From an optimization exercise on the open Yosys and OpenROAD flow, aimed at small area; shortcuts taken in it are not production practice.
Function was checked by simulation only, so behaviour that the tests miss may differ from the original.
Power and IR drop assume default switching activity.

==> run a: inputs <==
// playfield_rotator
module playfield_rotator #(
  parameter int ITER = 12,
  parameter int CW   = 11
) (
  input  logic                 clk,
  input  logic                 reset,
  input  logic [9:0]           angle,
  input  logic                 update,
  input  logic [7:0]           scale,
  output logic                 busy,
  output logic                 coef_done,
  input  logic                 pix_valid,
  input  logic signed [CW-1:0] pix_x,
  input  logic signed [CW-1:0] pix_y,
  output logic                 out_valid,
  output logic signed [CW-1:0] rx,
  output logic signed [CW-1:0] ry
);
export LEC_CHECK = 0
export ABC_AREA = 1
export CAP_MARGIN = 20
export CORE_MARGIN = 2
export CORE_UTILIZATION = 40
export GPL_TIMING_DRIVEN = 0
export SLEW_MARGIN = 20
export SYNTH_HIERARCHICAL = 1
export SYNTH_MINIMUM_KEEP_SIZE = 0
create_clock -name core_clock -period 10.0 [get_ports {clk}]
standard.sh (not shown) runs the stock make flow with config.mk's settings and CLKGATE_MAP_FILE= SYNTH_SCRIPT=/design/flow/synth_recipe.tcl, a recipe that flattens the netlist after the stock synthesis.
==> flow/flow/run.sh <==
#!/bin/bash
# The standard layout (standard.sh), with these changes:
#  - the port buffers are the smallest buffer cell (buf_1);
#  - clock tree synthesis clusters up to 20 sinks per clkbuf_8 leaf buffer and inserts no
#    dummy loads.
# standard.sh's full output goes to standard.log; ORFS keeps each step's log
# under orfs/logs.
set -e
export BUFFER_PORTS_ARGS="-buffer_cell sky130_fd_sc_hd__buf_1"
export REMOVE_ABC_BUFFERS=1
export CTS_ARGS="-sink_clustering_enable -repair_clock_nets -sink_clustering_size 20 -sink_clustering_max_diameter 80 -buf_list sky130_fd_sc_hd__clkbuf_8 -root_buf sky130_fd_sc_hd__clkbuf_16 -dont_use_dummy_load"
bash standard.sh > standard.log 2>&1
==> run b: changes against run a <==
--- a/flow/design.v
+++ b/flow/design.v
@@ -15,16 +15,18 @@
   input  logic signed [CW-1:0] pix_y,
   output logic                 out_valid,
   output logic signed [CW-1:0] rx,
   output logic signed [CW-1:0] ry
 );
   logic [3:0] t;
+  logic [3:0] sh_r;    
   always_ff @(posedge clk) begin
-    if (reset)          t <= 4'd0;
-    else if (update)    t <= 4'd1;
-    else if (t != 4'd0) t <= t + 4'd1;
+    if (reset)          begin t <= 4'd0;        sh_r <= 4'd2;        end
+    else if (update)    begin t <= 4'd1;        sh_r <= 4'd3;        end
+    else if (t != 4'd0) begin t <= t + 4'd1;    sh_r <= t + 4'd3;    end
+    else                begin                   sh_r <= 4'd2;        end
   end
   assign busy      = (t != 4'd0) && (t != 4'd15);
   assign coef_done = (t == 4'd15);
   wire t10    = (t == 4'd10);
   wire t11    = (t == 4'd11);
   wire t12    = (t == 4'd12);
@@ -78,13 +80,13 @@
   rot_fa u_zl_10 (.a(angle[5]), .b(k3[11]), .c(zl_9), .s(zl_10), .co(zl_11));
   wire zl_12, zl_13;
   rot_fa u_zl_12 (.a(angle[6]), .b(k3[12]), .c(zl_11), .s(zl_12), .co(zl_13));
   wire zl_14 = angle[7] ^ k3[13] ^ zl_13;
   assign zl_hi = {zl_14, zl_12, zl_10, zl_8, zl_6, zl_4, zl_2, zl_0};
   wire               dir = mwin | (~cz[13] & ~t14);
-  wire [3:0]         sh  = t + 4'd2;
+  wire [3:0]         sh  = sh_r;      
   wire signed [15:0] xsh = cx >>> sh;
   wire signed [15:0] ysh = cy >>> sh;
   wire [15:0]        xs  = xsh & {16{~mwin}};
   wire [15:0]        ys  = ysh & {16{~mwin}};
   wire [16:0]        xop = {17{dir}} ^ {ys[15], ys};      
   wire [15:0]        yop = {16{~dir}} ^ xs;               
@@ -186,13 +188,13 @@
   wire za_24, za_25;
   rot_fa u_za_24 (.a(cz[12]), .b(zop[12]), .c(za_23), .s(za_24), .co(za_25));
   wire za_26 = cz[13] ^ zop[13] ^ za_25;
   assign zsum = {za_26, za_24, za_22, za_20, za_18, za_16, za_14, za_12, za_10, za_8, za_6, za_4, za_2, za_0};
   wire [14:0]        mv   = cx[14:0] ^ {15{msg}};
   wire [3:0]         md   = t[0] ? sq[7:4] : sq[3:0];
-  wire [15:0]        macc = cz & {16{t[0]}};
+  wire [15:0]        macc = cz;    
   wire [19:0]        msum;
   wire mt_0 = md[0] & mv[0];
   wire mt_1 = md[0] & mv[1];
   wire mt_2 = md[0] & mv[2];
   wire mt_3 = md[0] & mv[3];
   wire mt_4 = md[0] & mv[4];
@@ -463,13 +465,13 @@
       cx   <= x3;
       cy   <= y3;
       cz   <= {2'b00, zl_hi, k3[5:0]};
     end else begin
       cx   <= (t11 | (t13 & quad[0])) ? cy : (t13 ? msum[18:3] : xsum[15:0]);
       cy   <= (t11 | (t13 & quad[0])) ? msum[18:3] : ysum;
-      cz   <= (t10 | t12) ? msum[19:4] : {2'b00, zsum};
+      cz   <= (t10 | t12) ? msum[19:4] : ((t == 4'd9 || t11) ? 16'd0 : {2'b00, zsum});
     end
   end
   logic signed [15:0] c, s;
   logic signed [16:0] e;    
   always_ff @(posedge clk) begin
     if (reset) begin
==> flow/flow/run.sh (replaced) <==
#!/bin/bash
# The standard layout (standard.sh), with these changes:
#  - the port buffers are the smallest buffer cell (buf_1);
#  - clock tree synthesis clusters up to 25 sinks per leaf buffer and inserts no
#    dummy loads.
# standard.sh's full output goes to standard.log; ORFS keeps each step's log
# under orfs/logs.
set -e
export BUFFER_PORTS_ARGS="-buffer_cell sky130_fd_sc_hd__buf_1"
export REMOVE_ABC_BUFFERS=1
export CTS_ARGS="-sink_clustering_enable -repair_clock_nets -sink_clustering_size 25 -sink_clustering_max_diameter 100 -dont_use_dummy_load"
bash standard.sh > standard.log 2>&1
==> run c: changes against run a <==
--- a/flow/design.v
+++ b/flow/design.v
@@ -186,13 +186,13 @@
   wire za_24, za_25;
   rot_fa u_za_24 (.a(cz[12]), .b(zop[12]), .c(za_23), .s(za_24), .co(za_25));
   wire za_26 = cz[13] ^ zop[13] ^ za_25;
   assign zsum = {za_26, za_24, za_22, za_20, za_18, za_16, za_14, za_12, za_10, za_8, za_6, za_4, za_2, za_0};
   wire [14:0]        mv   = cx[14:0] ^ {15{msg}};
   wire [3:0]         md   = t[0] ? sq[7:4] : sq[3:0];
-  wire [15:0]        macc = cz & {16{t[0]}};
+  wire [15:0]        macc = cz;    
   wire [19:0]        msum;
   wire mt_0 = md[0] & mv[0];
   wire mt_1 = md[0] & mv[1];
   wire mt_2 = md[0] & mv[2];
   wire mt_3 = md[0] & mv[3];
   wire mt_4 = md[0] & mv[4];
@@ -463,13 +463,13 @@
       cx   <= x3;
       cy   <= y3;
       cz   <= {2'b00, zl_hi, k3[5:0]};
     end else begin
       cx   <= (t11 | (t13 & quad[0])) ? cy : (t13 ? msum[18:3] : xsum[15:0]);
       cy   <= (t11 | (t13 & quad[0])) ? msum[18:3] : ysum;
-      cz   <= (t10 | t12) ? msum[19:4] : {2'b00, zsum};
+      cz   <= (t10 | t12) ? msum[19:4] : ((t == 4'd9 || t11) ? 16'd0 : {2'b00, zsum});
     end
   end
   logic signed [15:0] c, s;
   logic signed [16:0] e;    
   always_ff @(posedge clk) begin
     if (reset) begin
@@ -481,14 +481,14 @@
       s <= cx;
       e <= xsum;
     end
   end
   logic               v1, v2;
   logic signed [10:0] x1, y1;
-  logic [23-1:0]  px_q, py_q;
-  wire  [23-1:0]  px_mid, py_mid;
+  logic [22-1:0]  px_q, py_q;
+  wire  [22-1:0]  px_mid, py_mid;
   wire  [12:0]        px_hi, py_hi;    
   wire [10:0] px_sc = x1 & y1;      
   wire [10:0] px_ss = ~x1 & ~y1;
   wire [10:0] px_se = x1 & ~y1;
   wire [10:0] py_sc = ~x1 & y1;     
   wire [10:0] py_ss = x1 & ~y1;
@@ -1051,13 +1051,15 @@
   wire px_555, px_556;
   rot_fa u_px_555 (.a(px_502), .b(px_503), .c(px_554), .s(px_555), .co(px_556));
   wire px_557, px_558;
   rot_fa u_px_557 (.a(px_504), .b(px_505), .c(px_556), .s(px_557), .co(px_558));
   wire px_559, px_560;
   rot_fa u_px_559 (.a(px_506), .b(px_507), .c(px_558), .s(px_559), .co(px_560));
-  assign px_mid = {px_560, px_186, px_524, px_523, px_522, px_521, px_520, px_519, px_518, px_517, px_516, px_515, px_514, px_513, px_512, px_511, px_510, px_509, px_508, px_559, px_557, px_555, px_553};
+  wire px_561, px_562;
+  rot_fa u_px_561 (.a(px_508), .b(px_509), .c(px_560), .s(px_561), .co(px_562));
+  assign px_mid = {px_562, px_186, px_524, px_523, px_522, px_521, px_520, px_519, px_518, px_517, px_516, px_515, px_514, px_513, px_512, px_511, px_510, px_561, px_559, px_557, px_555, px_553};
   wire py_0 = ~(((py_sc[0] & c[0]) | (py_ss[0] & s[0]) | (py_se[0] & e[0])));
   wire py_1 = ~(((py_sc[0] & c[1]) | (py_ss[0] & s[1]) | (py_se[0] & e[1])));
   wire py_2 = ~(((py_sc[0] & c[2]) | (py_ss[0] & s[2]) | (py_se[0] & e[2])));
   wire py_3 = ~(((py_sc[0] & c[3]) | (py_ss[0] & s[3]) | (py_se[0] & e[3])));
   wire py_4 = ~(((py_sc[0] & c[4]) | (py_ss[0] & s[4]) | (py_se[0] & e[4])));
   wire py_5 = ~(((py_sc[0] & c[5]) | (py_ss[0] & s[5]) | (py_se[0] & e[5])));
@@ -1563,49 +1565,47 @@
   wire py_505, py_506;
   rot_fa u_py_505 (.a(py_454), .b(py_455), .c(py_504), .s(py_505), .co(py_506));
   wire py_507, py_508;
   rot_fa u_py_507 (.a(py_456), .b(py_457), .c(py_506), .s(py_507), .co(py_508));
   wire py_509, py_510;
   rot_fa u_py_509 (.a(py_458), .b(py_459), .c(py_508), .s(py_509), .co(py_510));
-  assign py_mid = {py_510, py_186, py_476, py_475, py_474, py_473, py_472, py_471, py_470, py_469, py_468, py_467, py_466, py_465, py_464, py_463, py_462, py_461, py_460, py_509, py_507, py_505, py_503};
+  wire py_511, py_512;
+  rot_fa u_py_511 (.a(py_460), .b(py_461), .c(py_510), .s(py_511), .co(py_512));
+  assign py_mid = {py_512, py_186, py_476, py_475, py_474, py_473, py_472, py_471, py_470, py_469, py_468, py_467, py_466, py_465, py_464, py_463, py_462, py_511, py_509, py_507, py_505, py_503};
   wire pxh_0, pxh_1;
-  rot_fa u_pxh_0 (.a(px_q[4]), .b(px_q[5]), .c(px_q[22]), .s(pxh_0), .co(pxh_1));
+  rot_fa u_pxh_0 (.a(px_q[5]), .b(px_q[6]), .c(px_q[21]), .s(pxh_0), .co(pxh_1));
   wire pxh_2, pxh_3;
-  rot_fa u_pxh_2 (.a(px_q[6]), .b(px_q[7]), .c(pxh_1), .s(pxh_2), .co(pxh_3));
+  rot_fa u_pxh_2 (.a(px_q[7]), .b(px_q[8]), .c(pxh_1), .s(pxh_2), .co(pxh_3));
   wire pxh_4, pxh_5;
-  rot_fa u_pxh_4 (.a(px_q[8]), .b(px_q[9]), .c(pxh_3), .s(pxh_4), .co(pxh_5));
+  rot_fa u_pxh_4 (.a(px_q[9]), .b(px_q[10]), .c(pxh_3), .s(pxh_4), .co(pxh_5));
   wire pxh_6, pxh_7;
-  rot_fa u_pxh_6 (.a(px_q[10]), .b(px_q[11]), .c(pxh_5), .s(pxh_6), .co(pxh_7));
+  rot_fa u_pxh_6 (.a(px_q[11]), .b(px_q[12]), .c(pxh_5), .s(pxh_6), .co(pxh_7));
   wire pxh_8, pxh_9;
-  rot_fa u_pxh_8 (.a(px_q[12]), .b(px_q[13]), .c(pxh_7), .s(pxh_8), .co(pxh_9));
+  rot_fa u_pxh_8 (.a(px_q[13]), .b(px_q[14]), .c(pxh_7), .s(pxh_8), .co(pxh_9));
   wire pxh_10, pxh_11;
-  rot_fa u_pxh_10 (.a(px_q[14]), .b(px_q[15]), .c(pxh_9), .s(pxh_10), .co(pxh_11));
+  rot_fa u_pxh_10 (.a(px_q[15]), .b(px_q[16]), .c(pxh_9), .s(pxh_10), .co(pxh_11));
   wire pxh_12, pxh_13;
-  rot_fa u_pxh_12 (.a(px_q[16]), .b(px_q[17]), .c(pxh_11), .s(pxh_12), .co(pxh_13));
-  wire pxh_14, pxh_15;
-  rot_fa u_pxh_14 (.a(px_q[18]), .b(px_q[19]), .c(pxh_13), .s(pxh_14), .co(pxh_15));
-  wire pxh_16 = px_q[20] ^ px_q[21] ^ pxh_15;
-  assign px_hi = {pxh_16, pxh_14, pxh_12, pxh_10, pxh_8, pxh_6, pxh_4, pxh_2, pxh_0, px_q[3], px_q[2], px_q[1], px_q[0]};
+  rot_fa u_pxh_12 (.a(px_q[17]), .b(px_q[18]), .c(pxh_11), .s(pxh_12), .co(pxh_13));
+  wire pxh_14 = px_q[19] ^ px_q[20] ^ pxh_13;
+  assign px_hi = {pxh_14, pxh_12, pxh_10, pxh_8, pxh_6, pxh_4, pxh_2, pxh_0, px_q[4], px_q[3], px_q[2], px_q[1], px_q[0]};
   wire pyh_0, pyh_1;
-  rot_fa u_pyh_0 (.a(py_q[4]), .b(py_q[5]), .c(py_q[22]), .s(pyh_0), .co(pyh_1));
+  rot_fa u_pyh_0 (.a(py_q[5]), .b(py_q[6]), .c(py_q[21]), .s(pyh_0), .co(pyh_1));
   wire pyh_2, pyh_3;
-  rot_fa u_pyh_2 (.a(py_q[6]), .b(py_q[7]), .c(pyh_1), .s(pyh_2), .co(pyh_3));
+  rot_fa u_pyh_2 (.a(py_q[7]), .b(py_q[8]), .c(pyh_1), .s(pyh_2), .co(pyh_3));
   wire pyh_4, pyh_5;
-  rot_fa u_pyh_4 (.a(py_q[8]), .b(py_q[9]), .c(pyh_3), .s(pyh_4), .co(pyh_5));
+  rot_fa u_pyh_4 (.a(py_q[9]), .b(py_q[10]), .c(pyh_3), .s(pyh_4), .co(pyh_5));
   wire pyh_6, pyh_7;
-  rot_fa u_pyh_6 (.a(py_q[10]), .b(py_q[11]), .c(pyh_5), .s(pyh_6), .co(pyh_7));
+  rot_fa u_pyh_6 (.a(py_q[11]), .b(py_q[12]), .c(pyh_5), .s(pyh_6), .co(pyh_7));
   wire pyh_8, pyh_9;
-  rot_fa u_pyh_8 (.a(py_q[12]), .b(py_q[13]), .c(pyh_7), .s(pyh_8), .co(pyh_9));
+  rot_fa u_pyh_8 (.a(py_q[13]), .b(py_q[14]), .c(pyh_7), .s(pyh_8), .co(pyh_9));
   wire pyh_10, pyh_11;
-  rot_fa u_pyh_10 (.a(py_q[14]), .b(py_q[15]), .c(pyh_9), .s(pyh_10), .co(pyh_11));
+  rot_fa u_pyh_10 (.a(py_q[15]), .b(py_q[16]), .c(pyh_9), .s(pyh_10), .co(pyh_11));
   wire pyh_12, pyh_13;
-  rot_fa u_pyh_12 (.a(py_q[16]), .b(py_q[17]), .c(pyh_11), .s(pyh_12), .co(pyh_13));
-  wire pyh_14, pyh_15;
-  rot_fa u_pyh_14 (.a(py_q[18]), .b(py_q[19]), .c(pyh_13), .s(pyh_14), .co(pyh_15));
-  wire pyh_16 = py_q[20] ^ py_q[21] ^ pyh_15;
-  assign py_hi = {pyh_16, pyh_14, pyh_12, pyh_10, pyh_8, pyh_6, pyh_4, pyh_2, pyh_0, py_q[3], py_q[2], py_q[1], py_q[0]};
+  rot_fa u_pyh_12 (.a(py_q[17]), .b(py_q[18]), .c(pyh_11), .s(pyh_12), .co(pyh_13));
+  wire pyh_14 = py_q[19] ^ py_q[20] ^ pyh_13;
+  assign py_hi = {pyh_14, pyh_12, pyh_10, pyh_8, pyh_6, pyh_4, pyh_2, pyh_0, py_q[4], py_q[3], py_q[2], py_q[1], py_q[0]};
   function automatic logic signed [10:0] sat(input logic [12:0] v);
     if (v[12:10] == 3'b000 || v[12:10] == 3'b111) sat = v[10:0];
     else if (v[12]) sat = 11'sh400;
     else sat = 11'sh3ff;
   endfunction
   always_ff @(posedge clk) begin
==> flow/flow/run.sh (replaced) <==
#!/bin/bash
# The standard layout (standard.sh), with these changes:
#  - the port buffers are the smallest buffer cell (buf_1);
#  - clock tree synthesis clusters up to 16 sinks per clkbuf_8 leaf buffer and inserts no
#    dummy loads.
# standard.sh's full output goes to standard.log; ORFS keeps each step's log
# under orfs/logs.
set -e
export BUFFER_PORTS_ARGS="-buffer_cell sky130_fd_sc_hd__buf_1"
export REMOVE_ABC_BUFFERS=1
export CTS_ARGS="-sink_clustering_enable -repair_clock_nets -sink_clustering_size 16 -sink_clustering_max_diameter 70 -buf_list sky130_fd_sc_hd__clkbuf_8 -root_buf sky130_fd_sc_hd__clkbuf_16 -dont_use_dummy_load"
bash standard.sh > standard.log 2>&1
==> summary of the runs <==
The highest flip-flop and latch count belongs to run b, the lowest to run c.
Run c completed with no timing, DRC or antenna violations. Run b produced a clean layout. Run a completed with no timing, DRC or antenna violations.
Maximum frequency: run a < run c < run b.
The highest clock-buffer cell count belongs to run c, the lowest to run b.
Of run b and run a, run b has the higher register-to-register slack (gap 0.08 ns).
Of run b and run c, run b has the higher critical path depth (gap 10).
In run b the clock power is larger than in run a, by 11%.
Between run a and run c, the lower core utilization is in run a (gap 0.75 points).
Final cell count is about the same in run a and run b.
==> figures <==
item	run b	run a	run c
Required arrival time at the worst endpoint	10.43 ns	10.42 ns	10.37 ns
Number of gates resized after cts	0	3	6
Result of the run	timing/DRC/antenna clean	timing/DRC/antenna clean	timing/DRC/antenna clean
Total routed wirelength	90.20 mm	85.84 mm	85.58 mm
Crit-path slowest cell	sky130_fd_sc_hd__dfxtp_1	sky130_fd_sc_hd__dfxtp_4	sky130_fd_sc_hd__clkinv_1
Max incr delay on CP	0.65 ns	0.60 ns	0.75 ns
Floorplan die area	63000 um2	62290 um2	62030 um2
Final critical-path setup slack	0.4715 ns	0.3894 ns	0.4016 ns
Critical register-to-register path startpoint	t[0]	t[0]	c[3]
Number of stages on the worst setup path	32	31	22
Seq. pwr	1.29 mW	1.26 mW	1.25 mW
Clock group	0.558 mW	0.502 mW	0.503 mW
Number of non-clock inverters	238	223	218
Met3 demand-to-capacity share in global routing	0.09018	0.06508	0.06729
Setup Fix Bufs, Post-CTS	0	2	1
Post-route non-filler standard cell count	3460	3458	3431
Number of global-route vias before repair	22.29k	22.19k	21.94k

afterwards: timing with drivers on the ports:
The flow's constraints put no driver on any port. The routed layouts listed below were extracted and timed again, unchanged, in two steps. Step 1 sets driving cells, clkbuf_16 on the clock port and buf_2 on the other inputs (assumed; they add their load-dependent delay and slew). Step 2, shift: input delay + t, output delay - t, t = (earliest + latest rising clock arrival at the registers) / 2. This alone moves slack from input paths to output paths. a / b / c = ideal / step 1 / step 2; a / b = the first two.
| run | t (ns) | slack for setup (ns) | clock arrival spread, ns | worst slew at a driven data input, ns |
|---|---|---|---|---|
| run a | 0.556 | 0.389 / 0.389 / 0.389 | 0.066 / 0.066 | 0.04 |
| run b | 0.556 | 0.472 / 0.472 / 0.472 | 0.045 / 0.045 | 0.05 |
| run c | 0.554 | 0.402 / 0.402 / 0.402 | 0.064 / 0.064 | 0.05 |
After both steps setup and hold are still met in every run listed.
